What follows belongs to an exercise in optimizing a design on an open flow for small area, a short achievable clock period and few clock cycles per item; a production flow would make more cautious choices. Function was checked by simulation only, so behaviour that the tests miss may differ from the original. Power figures rest on the tool's default switching activity, not on a simulated workload.

run 1:
## frame_index_extrapolation_mapper
module frame_index_extrapolation_mapper #(
    parameter int MAX_FRAMES = 65536
) (
    input  logic                                   aclk,
    input  logic                                   aresetn,
    input  logic                                   s_valid,
    output logic                                   s_ready,
    input  logic signed [fiem_pkg::FRAME_W-1:0]    s_frame_number,
    output logic                                   m_valid,
    input  logic                                   m_ready,
    output logic        [fiem_pkg::IDX_W-1:0]      m_stored_index,
    output logic                                   m_is_empty,
    input  logic                                   psel,
    input  logic                                   penable,
    input  logic                                   pwrite,
    input  logic        [fiem_pkg::ADDR_W-1:0]     paddr,
    input  logic        [fiem_pkg::DATA_W-1:0]     pwdata,
    output logic        [fiem_pkg::DATA_W-1:0]     prdata,
    output logic                                   pready
);
Size: ~2200 cells after synthesis, ~310 flip-flops, ~0.021 mm2 of cells after synthesis.
==> flow/config.mk <==
export PLATFORM = sky130hd
export DESIGN_NAME = frame_index_extrapolation_mapper
export DESIGN_NICKNAME = frame_index_extrapolation_mapper
export VERILOG_FILES = /design/flow/design.v
export SDC_FILE = /design/flow/constraint.sdc
export NUM_CORES = 4
export LEC_CHECK = 0
export CAP_MARGIN = 20
export CORE_MARGIN = 2
export CORE_UTILIZATION = 65
export CTS_BUF_LIST = sky130_fd_sc_hd__clkbuf_16
export CTS_CLUSTER_DIAMETER = 100
export CTS_CLUSTER_SIZE = 30
export SETUP_SLACK_MARGIN = 2.0
export SLEW_MARGIN = 20

export BUFFER_PORTS_ARGS = -buffer_cell sky130_fd_sc_hd__buf_2
==> flow/constraint.sdc <==
create_clock -name core_clock -period 5.5 [get_ports {aclk}]
set_input_delay 1.1000 -clock core_clock [delete_from_list [all_inputs] [get_ports {aclk}]]
set_output_delay 1.1000 -clock core_clock [all_outputs]
set_load 0.01 [all_outputs]
standard.sh (not shown) runs the stock make flow with config.mk's settings and CLKGATE_MAP_FILE= SYNTH_SCRIPT=/design/flow/synth_recipe.tcl, a recipe that flattens the netlist after the stock synthesis.
==> flow/flow/run.sh <==
#!/bin/bash
# Layout flow: the standard flow, with the port buffers made from buf_2 cells instead of the
# cell buffer_ports picks by itself (a delay cell on this platform). Every port still gets a
# buffer. Each tool's full output goes to flow_standard.log in the work folder.
set -euo pipefail
printf '\nexport BUFFER_PORTS_ARGS = -buffer_cell sky130_fd_sc_hd__buf_2\n' >> config.mk
bash standard.sh > flow_standard.log 2>&1
Testbench counts of run 1, summed over its fixed seeds: cycles 30,727, items 12,000.
[inputs] run 2 vs run 1
Settings: SETUP_SLACK_MARGIN now 2.2, was 2.0.
==> comparison <==
Of run 2 and run 1, it is run 2 that has the higher number of nets in the finished design.
NOTE: non-clock buffer count in run 2 exceeds that of run 1
Run 2 against run 1; power is up by a few percent.
> inputs changed (run 2 -> run 3)
Settings: removing CTS_CLUSTER_DIAMETER (formerly 100); removing CTS_CLUSTER_SIZE (formerly 30); removing CTS_BUF_LIST (formerly sky130_fd_sc_hd__clkbuf_16); changing SETUP_SLACK_MARGIN from 2.2 to 1.7.
Results
Run 2 and run 3 all finish clean.
Diff run 2..run 3 | max capacitance violation total | unchanged
Share of cell area taken by multi-input logic gates: run 3 lower than run 2
Run 3 vs. run 2: area occupied by multi-input gates saw a decrease; clock skew fell 0.0035 ns; wire length on met1 went up by 0.58%.
Looking at number of vias after detailed routing, run 3 sits 79 below run 2.
Run 3 — growth of design area from synthesis to finish 1.3 points lower, run 2 as reference
Taking run 2 as the reference point, the global router's overall resource usage of run 3 rises by 1.0 points.
Relative to run 3, the following input files were edited for run 4:
Settings: changing SETUP_SLACK_MARGIN from 1.7 to 1.9.
--- outcome ---
- Required time at the worst-slack endpoint in run 4 is 1.33 ns lower than in run 3
- Diff run 3 -> run 4: final cell count without fillers up 27; total number of sequential cells flat; count of buffers not belonging to the clock network in the layout up 19%; number of design-rule violations left by the first detailed-router iteration down 6.0%; leakage component of the power up about 1.5%.
- Critical path depth: run 4 vs run 3 down 8
- Routing usage on met1 delta (run 3 -> run 4): insignificant
- Post-detailed-routing wire length for run 4: about 0.7% up relative to run 3
- | worst setup slack | run 4 vs run 3 | better |
- [run 4 vs run 3] fraction of area in multi-input gates: lower in run 4
Here is what was changed in the inputs of run 5 compared with run 4.
Settings: putting CTS_CLUSTER_SIZE at 20 where nothing was set; putting CTS_CLUSTER_DIAMETER at 60 where nothing was set; putting CTS_BUF_LIST at sky130_fd_sc_hd__clkbuf_8 sky130_fd_sc_hd__clkbuf_16 where nothing was set.
### Flow results
There was hardly any difference in sequential cell power between run 5 and run 4. Between run 4 and run 5, the final-layout non-clock buffer area share figures differ only marginally. Between run 5 and run 4, number of buffers other than clock buffers in the final layout is lower for run 5, run 4 comes in above that. Utilization down 0.45 points in run 5 wrt run 4. Of run 5 and run 4, the higher number of gates given a new drive strength after cts belongs to run 4. Global-route wire length before repair (higher): run 4. On total of fill cells in the finished design, run 5 and run 4 are neck and neck.

==> afterwards: timing with drivers on the ports <==
No port has a modelled driver above. Below, the same layouts with a new extraction and two added sets of constraints. Step 1 assumes that a clkbuf_16 drives the clock port and a buf_2 every other input. Step 2 adds t to the input delays and takes it off the output delays; t is the mean of the earliest and latest rising clock arrival at the registers after step 1. Input paths then give back, and output paths get back, about the clock's delay inside the block. Slacks: no drivers / after step 1 / after step 2; pairs: no drivers / after step 1.
| run | shift t [ns] | slack for setup (ns) | worst slew at a driven data input, ns |
|---|---|---|---|
| run 1 | 0.562 | 2.047 / 2.047 / 1.665 | 0.06 |
| run 2 | 0.556 | 2.156 / 2.156 / 1.760 | 0.06 |
| run 3 | 0.565 | 1.871 / 1.871 / 1.444 | 0.05 |
| run 4 | 0.565 | 1.970 / 1.947 / 1.620 | 0.05 |
| run 5 | 0.617 | 1.964 / 1.941 / 1.551 | 0.06 |
After both steps setup and hold are still met in every run listed. For run 3, which loses most, drivers alone change the setup slack by 0.000 ns; drivers and shift together by -0.427 ns.
